This is an optimization exercise on Yosys and OpenROAD, whose aim is small area, a short achievable clock period and few clock cycles, not a production implementation. The RTL was checked by simulation tests, not by an equivalence proof against the original design. Power figures rest on the tool's default switching activity, not on a simulated workload.

`flow/config.mk`:
```
export PLATFORM = sky130hd
export DESIGN_NAME = playfair_stream_encrypter
export DESIGN_NICKNAME = playfair_stream_encrypter
export VERILOG_FILES = /design/flow/design.v
export SDC_FILE = /design/flow/constraint.sdc
export NUM_CORES = 4
export LEC_CHECK = 0
export CAP_MARGIN = 20
export CORE_MARGIN = 2
export CORE_UTILIZATION = 30
export SLEW_MARGIN = 20
```
`flow/constraint.sdc`:
```
create_clock -name core_clock -period 8.0 [get_ports {clk}]
set_input_delay 1.6000 -clock core_clock [delete_from_list [all_inputs] [get_ports {clk}]]
set_output_delay 1.6000 -clock core_clock [all_outputs]
set_load 0.01 [all_outputs]
```
`flow/design.v`:
```
`default_nettype none
package pfse_pkg;
  localparam logic [7:0] ASCII_SPACE   = 8'd32;
  localparam logic [7:0] ASCII_UPPER_A = 8'd65;
  localparam logic [7:0] ASCII_UPPER_Z = 8'd90;
  localparam logic [7:0] ASCII_LOWER_A = 8'd97;
  localparam logic [7:0] ASCII_LOWER_Z = 8'd122;
  localparam logic [7:0] PREV_RESET    = 8'd49;
  localparam logic [4:0] FILLER_CODE   = 5'd23;
  localparam logic [4:0] CODE_I        = 5'd8;
  localparam logic [4:0] CODE_J        = 5'd9;
  localparam logic [1:0] REG_KEY_ROWS_01 = 2'd0;
  localparam logic [1:0] REG_KEY_ROWS_23 = 2'd1;
  localparam logic [1:0] REG_KEY_ROW_4   = 2'd2;
  localparam logic [49:0] KEY_ROWS_01_RESET = 50'd75020730666187;
  localparam logic [49:0] KEY_ROWS_23_RESET = 50'd367878684816948;
  localparam logic [24:0] KEY_ROW_4_RESET   = 25'd16374553;
  localparam int JOB_W = 28;
  localparam int RES_W = 11;
  function automatic logic [4:0] sq_cell(logic [124:0] key, logic [2:0] r, logic [2:0] c);
    logic [24:0] row;
    row     = key[25*r +: 25];
    sq_cell = row[5*c +: 5];
  endfunction
  function automatic logic [5:0] find_cell(logic [124:0] key, logic [4:0] code);
    logic [4:0] want;
    logic [5:0] pos;
    want = (code == CODE_J) ? CODE_I : code;
    pos  = '0;
    for (int r = 4; r >= 0; r--) begin
      for (int c = 4; c >= 0; c--) begin
        if (key[5*(5*r+c) +: 5] == want) begin
          pos[5:3] = 3'(r);
          pos[2:0] = 3'(c);
        end
      end
    end
    find_cell = pos;
  endfunction
  function automatic logic [2:0] inc5(logic [2:0] x);
    inc5 = (x == 3'd4) ? 3'd0 : x + 3'd1;
  endfunction
  function automatic logic [9:0] encipher(logic [124:0] key, logic [4:0] a, logic [4:0] b);
    logic [5:0] p1;
    logic [5:0] p2;
    logic [4:0] o0;
    logic [4:0] o1;
    p1 = find_cell(key, a);
    p2 = find_cell(key, b);
    if (p1[5:3] == p2[5:3]) begin
      o0 = sq_cell(key, p1[5:3], inc5(p1[2:0]));
      o1 = sq_cell(key, p2[5:3], inc5(p2[2:0]));
    end else if (p1[2:0] == p2[2:0]) begin
      o0 = sq_cell(key, inc5(p1[5:3]), p1[2:0]);
      o1 = sq_cell(key, inc5(p2[5:3]), p2[2:0]);
    end else begin
      o0 = sq_cell(key, p1[5:3], p2[2:0]);
      o1 = sq_cell(key, p2[5:3], p1[2:0]);
    end
    encipher = {o1, o0};
  endfunction
  function automatic logic [7:0] letter_byte(logic [4:0] code, logic lower);
    letter_byte = {3'b000, code} + (lower ? ASCII_LOWER_A : ASCII_UPPER_A);
  endfunction
endpackage
`default_nettype wire
`default_nettype none
module playfair_stream_encrypter (
  input  wire logic        clk,
  input  wire logic        rst_n,
  input  wire logic        in_tvalid,
  output logic             in_tready,
  input  wire logic [7:0]  in_tdata,    
  input  wire logic        in_tlast,    
  output logic             out_tvalid,
  input  wire logic        out_tready,
  output logic [7:0]       out_tdata,   
  output logic             out_tlast,   
  output logic [1:0]       out_tuser,   
  input  wire logic        cfg_valid,
  output logic             cfg_ready,
  input  wire logic [1:0]  cfg_index,
  input  wire logic [49:0] cfg_data
);
  logic [49:0]  key01_r;
  logic [49:0]  key23_r;
  logic [24:0]  key4_r;
  logic [124:0] key_sq;
  logic [4:0]  held_code_r,  held_code_nxt;
  logic        held_lower_r, held_lower_nxt;
  logic        held_valid_r, held_valid_nxt;
  logic [7:0]  prev_byte_r,  prev_byte_nxt;
  logic [pfse_pkg::JOB_W-1:0]   job_r, job_nxt;
  logic                         job_valid_r;
  logic [4*pfse_pkg::RES_W-1:0] res_r, res_build;
  logic [2:0]                   res_cnt_r, res_build_cnt;
  logic in_acc, res_take, res_free, job_move;
  logic        is_upper, is_lower, is_letter, is_space, rep;
  logic [5:0]  cur, filler, pick_let;
  logic [23:0] slots;
  logic [2:0]  n;
  logic [1:0]  held_idx;
  logic [23:0] job_slots;
  logic        job_bad, job_msg_end;
  logic [1:0]  job_npairs;
  logic [9:0]  ciph0, ciph1;
  logic [2:0]  k, k_last;
  logic [10:0] res_one;
  assign key_sq = {key4_r, key23_r, key01_r};
  assign cfg_ready  = 1'b1;
  assign out_tvalid = (res_cnt_r != 3'd0);
  assign res_take   = out_tvalid && out_tready;
  assign res_free   = (res_cnt_r == 3'd0) || (res_take && (res_cnt_r == 3'd1));
  assign job_move   = job_valid_r && res_free;
  assign in_tready  = !job_valid_r || job_move;
  assign in_acc     = in_tvalid && in_tready;
  assign out_tdata    = res_r[10:3];
  assign out_tlast    = res_r[2];
  assign out_tuser[0] = res_r[1];
  assign out_tuser[1] = res_r[0];
  always_comb begin
    is_upper  = (in_tdata >= pfse_pkg::ASCII_UPPER_A) && (in_tdata <= pfse_pkg::ASCII_UPPER_Z);
    is_lower  = (in_tdata >= pfse_pkg::ASCII_LOWER_A) && (in_tdata <= pfse_pkg::ASCII_LOWER_Z);
    is_letter = is_upper || is_lower;
    is_space  = (in_tdata == pfse_pkg::ASCII_SPACE);
    rep       = is_letter && (in_tdata == prev_byte_r);
    cur[5]    = is_lower;
    cur[4:0]  = is_lower ? 5'(in_tdata - pfse_pkg::ASCII_LOWER_A)
                         : 5'(in_tdata - pfse_pkg::ASCII_UPPER_A);
    filler = {1'b1, pfse_pkg::FILLER_CODE};
    slots = '0;
    n     = 3'd0;
    if (held_valid_r) begin
      slots[6*n[1:0] +: 6] = {held_lower_r, held_code_r};
      n = n + 3'd1;
    end
    if (is_letter) begin
      if (rep) begin
        slots[6*n[1:0] +: 6] = filler;
        n = n + 3'd1;
      end
      slots[6*n[1:0] +: 6] = cur;
      n = n + 3'd1;
    end
    if (in_tlast && n[0]) begin
      slots[6*n[1:0] +: 6] = filler;
      n = n + 3'd1;
    end
    held_idx = n[1:0] - 2'd1;
    pick_let = slots[6*held_idx +: 6];
  end
  always_comb begin
    job_nxt = {!is_letter && !is_space, in_tlast && (n[2:1] != 2'd0), n[2:1], slots};
    held_code_nxt  = held_code_r;
    held_lower_nxt = held_lower_r;
    held_valid_nxt = held_valid_r;
    prev_byte_nxt  = prev_byte_r;
    if (in_tlast) begin
      held_code_nxt  = 5'd0;
      held_lower_nxt = 1'b0;
      held_valid_nxt = 1'b0;
      prev_byte_nxt  = pfse_pkg::PREV_RESET;
    end else begin
      if (is_letter) begin
        prev_byte_nxt = in_tdata;
      end
      held_valid_nxt = n[0];
      if (n[0]) begin
        held_code_nxt  = pick_let[4:0];
        held_lower_nxt = pick_let[5];
      end
    end
  end
  always_comb begin
    job_bad     = job_r[27];
    job_msg_end = job_r[26];
    job_npairs  = job_r[25:24];
    job_slots   = job_r[23:0];
    ciph0 = pfse_pkg::encipher(key_sq, job_slots[4:0], job_slots[10:6]);
    ciph1 = pfse_pkg::encipher(key_sq, job_slots[16:12], job_slots[22:18]);
    res_build = '0;
    res_one   = '0;
    k = 3'd0;
    if (job_bad) begin
      res_build[11*k[1:0] +: 11] = 11'b1;
      k = k + 3'd1;
    end
    if (job_npairs != 2'd0) begin
      res_build[11*k[1:0] +: 11] = {pfse_pkg::letter_byte(ciph0[4:0], job_slots[5]), 3'b000};
      k = k + 3'd1;
      res_build[11*k[1:0] +: 11] = {pfse_pkg::letter_byte(ciph0[9:5], job_slots[11]), 3'b000};
      k = k + 3'd1;
    end
    if (job_npairs == 2'd2) begin
      res_build[11*k[1:0] +: 11] = {pfse_pkg::letter_byte(ciph1[4:0], job_slots[17]), 3'b000};
      k = k + 3'd1;
      res_build[11*k[1:0] +: 11] = {pfse_pkg::letter_byte(ciph1[9:5], job_slots[23]), 3'b000};
      k = k + 3'd1;
    end
    k_last = k - 3'd1;
    if (k != 3'd0) begin
      res_one = res_build[11*k_last[1:0] +: 11];
      res_one[2] = 1'b1;
      res_one[1] = job_msg_end;
      res_build[11*k_last[1:0] +: 11] = res_one;
    end
    res_build_cnt = k;
  end
  always_ff @(posedge clk) begin
    if (!rst_n) begin
      key01_r <= pfse_pkg::KEY_ROWS_01_RESET;
      key23_r <= pfse_pkg::KEY_ROWS_23_RESET;
      key4_r  <= pfse_pkg::KEY_ROW_4_RESET;
    end else if (cfg_valid && cfg_ready) begin
      case (cfg_index)
        pfse_pkg::REG_KEY_ROWS_01: key01_r <= cfg_data;
        pfse_pkg::REG_KEY_ROWS_23: key23_r <= cfg_data;
        pfse_pkg::REG_KEY_ROW_4:   key4_r  <= cfg_data[24:0];
        default: ;
      endcase
    end
  end
  always_ff @(posedge clk) begin
    if (!rst_n) begin
      held_code_r  <= 5'd0;
      held_lower_r <= 1'b0;
      held_valid_r <= 1'b0;
      prev_byte_r  <= pfse_pkg::PREV_RESET;
      job_valid_r  <= 1'b0;
    end else begin
      if (in_acc) begin
        held_code_r  <= held_code_nxt;
        held_lower_r <= held_lower_nxt;
        held_valid_r <= held_valid_nxt;
        prev_byte_r  <= prev_byte_nxt;
        job_valid_r  <= 1'b1;
      end else if (job_move) begin
        job_valid_r  <= 1'b0;
      end
    end
  end
  always_ff @(posedge clk) begin
    if (in_acc) begin
      job_r <= job_nxt;
    end
  end
  always_ff @(posedge clk) begin
    if (!rst_n) begin
      res_cnt_r <= 3'd0;
    end else if (job_move) begin
      res_cnt_r <= res_build_cnt;
    end else if (res_take) begin
      res_cnt_r <= res_cnt_r - 3'd1;
    end
  end
  always_ff @(posedge clk) begin
    if (job_move) begin
      res_r <= res_build;
    end else if (res_take) begin
      res_r <= {11'd0, res_r[4*pfse_pkg::RES_W-1:pfse_pkg::RES_W]};
    end
  end
endmodule
`default_nettype wire
```
`flow/run.sh`:
```
#!/bin/bash
# synth_recipe.tcl (not shown) runs the flow's synth.tcl, then flattens the netlist and writes it again
# the make line also repeats each setting of config.mk as NAME=value (left out here)
make -C /OpenROAD-flow-scripts/flow DESIGN_CONFIG=/design/flow/config.mk WORK_HOME=/design/flow/orfs CLKGATE_MAP_FILE= SYNTH_SCRIPT=/design/flow/synth_recipe.tcl finish
```
==> run summary <==
==> cells by family after synthesis <==
kind of cell | Yosys count | synth area share
and+or+nand+nor | 1509 | 0.240
other | 2 | 0.000240
DFF | 216 | 0.161
buffers and inverters | 610 | 0.0826
adders and majority gates | 40 | 0.0160
xor gates and xnor gates | 445 | 0.125
muxes | 146 | 0.0537
AOI/OAI and AO/OA | 1413 | 0.321
==> registers in the layout, indices dropped and copies added, names as in the netlist, 3 cells and up <==
register and flops:
key4_r 25, prev_byte_r 8, job_r 28, key01_r 50, held_code_r 5, res_cnt_r 3, key23_r 50, res_r 44
==> cells in the final DEF (no fill, tap or decap), types with 23 or more instances in the layout <==
master and count:
a22o_1 25, o221ai_1 41, a22oi_1 61, xor2_1 227
xnor2_1 215, nor3_1 162, o211ai_1 86, a21oi_1 273
nand4_1 74, ha_1 40, nor4_1 77, a32oi_1 23
o21a_1 28, buf_4 319, edfxtp_1 72, o21ai_0 222
diode_2 36, o2111ai_1 34, a221oi_1 49, a221o_1 25
clkdlybuf4s50_1 77, a211oi_1 56, nor2_1 188, dfxtp_2 26
mux2i_1 104, clkbuf_16 25, o22ai_1 58, inv_1 101
a21o_1 30, nand3_1 188, mux2_2 27, a21boi_0 84
o31ai_1 25, a31oi_1 37, nand2_1 530, a2bb2oi_1 28
and3_1 73, dfxtp_1 118, and2_1 31
==> per-layer routing <==
layer	wire length, µm	vias to the layer above
met5	208	-
met4	22000	20
met3	36900	1323
met2	79300	4104
li1	-	16200
met1	77800	19500
==> worst reg2reg max path: stages, from the launching register on <==
cell and delay [ns]:
edfxtp_1 0.38, or4b_1 0.97, and3_1 0.40, o21a_1 0.19, nor4_2 0.58, and2_1 0.30
a21oi_2 0.11, ha_1 0.32, inv_1 0.24, o21ai_0 0.20, a21oi_1 0.63, buf_4 0.31
nand2_1 0.08, a32o_1 0.28, a2111oi_0 0.48, nor4b_1 0.17, a211o_1 0.34, nor2_1 0.15
nor4bb_1 0.76, a21oi_1 0.20, o221ai_1 0.24
==> worst min path at each step <==
stage	from	endpoint	slack [ns]	depth (start not counted)
5_1_grt	held_code_r[1]	held_code_r[1]	0.51	2
4_1_cts	held_code_r[1]	held_code_r[1]	0.48	2
3_3_place_gp	held_code_r[1]	held_code_r[1]	0.46	2
2_1_floorplan	held_code_r[1]	held_code_r[1]	0.44	2
6_report	held_code_r[1]	held_code_r[1]	0.47	2
3_5_place_dp	prev_byte_r[1]	prev_byte_r[1]	0.47	2
==> power by group <==
| group | internal (mW) | switching (mW) |
|---|---|---|
| clock network | 0.704 | 0.558 |
| registers | 1.35 | 0.217 |
| logic | 3.18 | 6.23 |
| total | 5.24 | 7.01 |
==> area by class of cell <==
class | instances | area, µm²
clock buffer | 31 | 678
antenna | 36 | 90.1
sequential | 216 | 5080
inverter | 116 | 437
tap | 1380 | 1730
clock inverter | 15 | 174
multi-input combinational | 3555 | 23800
timing repair buffer | 397 | 3190
fill | 11000 | 68400
==> summary.md <==
| Metric | Value |
|---|---|
| Final Cycle Share | `0.937` |
| WL/cell | `37.6 µm` |
| Nets | `between 4k and 5k` |
| DRC | `0` |
| Drt initial violations | `7961` |
| Rows | `about 120` |
| EDFF count, synth | `between 70 and 80` |
| Synth warnings | `1` |
| CP top delay family | `simple AND/OR/NAND/NOR gates` |
| Hold Crit Class | `register to register` |
| CP Max Fanout | `28` |
| Chip Width | `327 µm` |
| Max capacitance violation total | `0` |
| Finished Layout Cells | `roughly 5.7k` |
| Cell area after synthesis | `31300 µm²` |
| Final min period | `about 7.5 ns` |
| Gpl congestion | `around 1.2` |
| Cells after synthesis | `about 4.4k` |
| Cts hold-fix bufs | `0` |
| CTS tree | `built` |
| Total CTS buffers | `25` |
| Design area | `about 35000 µm²` |
| Max_slew headroom | `0.0919` |
| Reg clk slew, reported paths | `about 0.06 ns` |
| Buf+Inv Stages, Crit Path | `2` |
| Sequential area share after synthesis | `0.161` |
| Largest cells by area after synthesis | `dfxtp_1 (9.2%), edfxtp_1 (6.9%), nand2_1 (6.4%), xor2_1 (6.3%), xnor2_1 (6.0%)` |
| Crit path cell chain | `or4b_1, and3_1, o21a_1, nor4_2, and2_1, a21oi_2, ha_1, inv_1, o21ai_0, a21oi_1, buf_4, nand2_1, a32o_1, a2111oi_0, nor4b_1, a211o_1, nor2_1, nor4bb_1, a21oi_1, o221ai_1` |
| RR Endpoint | `res_r[10]` |
| Final Max Tran Viols | `0` |
| H-Tree Depth | `1` |
| Clock skew | `0.0912 ns` |
| Register bit count reported by yosys | `between 200 and 250` |
| Slew @ Worst Pin | `between 1 and 1.5 ns` |
| Port-buffer cells | `between 70 and 80` |
| M2 GR Usage | `0.504` |
| Synth cell count leaders | `nand2_1 (531), clkbuf_1 (329), a21oi_1 (273), xor2_1 (227), o21ai_0 (223)` |
| Pwr per Cell Area | `349 nW/µm²` |
| Synth unique cells | `120` |
| WHS | `roughly 0.47 ns` |
| Total Power | `12.2 mW` |
| Util after Layout | `0.339` |
| Synthesized Nets | `4487` |
| Crit. path cell count | `20` |
| Most common cell in the netlist | `nand2_1` |
| First-pass GRT wire length | `around 300000 µm` |
| R2R cell count | `20` |
| Drt total wl | `approximately 220000 µm` |
| Grt total ovfl | `0` |
| Outcome | `timing/DRC/antenna clean` |
| HPWL reported at the end of detailed placement | `around 150000 µm` |
| Pre-CTS setup slack | `0.892 ns` |
| Cell Count Post-Placement | `5663` |
| Grt met1 use | `0.464` |
| GRT met3 Usage | `0.209` |
| Vias in the first global route | `approximately 37k` |
| Crit. End Element | `register` |
| Final setup margin | `between 0.5 and 0.6 ns` |
| Max rail drop VDD | `0.310 mV` |
| Critical Path Source | `job_r[19]` |
| Setup_tns | `0 ns` |
| Yosys top cell area share | `0.0920` |
| Clk root buf | `clkbuf_16` |
| Initial Util | `0.303` |
| DIE AREA | `between 100000 and 150000 µm²` |
| Kind of critical path | `register to register` |
| Critical path endpoint | `res_r[10]` |
| Clock buffer depth | `3` |
| Most used DFF post-synth | `dfxtp_1` |
| ANT nets after route | `0` |
| Dpl cell area | `34200 µm²` |
| Unrepaired setup endpoints after global routing | `no` |
| Critical path's most frequent cell | `a21oi_1` |
| Max Clock Freq | `around 130 MHz` |
| Resized Gates After CTS | `0` |
| Final setup fails | `0` |
| Post-CTS Setup Bufs | `0` |
| Critical Path AT | `about 7.9 ns` |
| Critical Path Start Type | `register` |
| Worst-Skew Late Latency | `between 0.6 and 0.7 ns` |
| Crit-path slowest cell | `or4b_1` |
| Critical path required time | `between 8 and 9 ns` |
| DR pass1 iterations | `9` |
| Most used routing layer in global routing | `met2` |
| Largest stage delay, worst path | `between 0.9 and 1 ns` |
| Die Y | `about 330 µm` |
| Avg Inst Size Synth | `between 7 and 8 µm²` |
| Async SR Flop Fraction | `0` |
| Cell taking the most area after synthesis | `dfxtp_1` |
| Initial antenna violation count | `26` |
| Core area | `~100000 µm²` |
| Largest net degree at the start of global routing | `86` |
| DR vias | `around 41k` |
| Clock Sinks | `~220` |
| P&R area growth vs syn | `12.1%` |
| I/O Pins | `80` |
| RR Startpoint | `job_r[19]` |
| Overall Global Routing Usage | `0.386` |
| Reg2Reg Setup Slack | `~0.51 ns` |
| Vias per cell | `about 7.2` |
| Static Leakage | `12.7 nW` |
| Share of cells above drive strength 1 | `0.122` |
| Final Hold Viols | `0` |
Testbench counts, summed over its fixed seeds: cycles 23,598.

## afterwards: timing with drivers on the ports
How much do the figures lean on ideal ports? The routed layout below was timed once more, with nothing changed but the port constraints.
Step 1 sets driving cells, clkbuf_16 on the clock port and buf_2 on the other inputs (assumed; they add their load-dependent delay and slew).
Step 2 moves the port delays by t, midway between the first and last clock arrival at a register: inputs arrive t later, outputs are due t later. That takes back most of the time a late clock gives input paths.
Slacks: ideal / step 1 / step 2; pairs: ideal / step 1.
t (ns): 0.661
slack for setup (ns): 0.506 / 0.506 / 0.506
latest minus earliest clock arrival (ns): 0.091 / 0.091
slew at the worst register clock pin (ns): 0.11 / 0.11
After both steps setup and hold are still met in this run. The setup slack of this run moves by 0.000 ns with the drivers and by 0.000 ns with both steps.
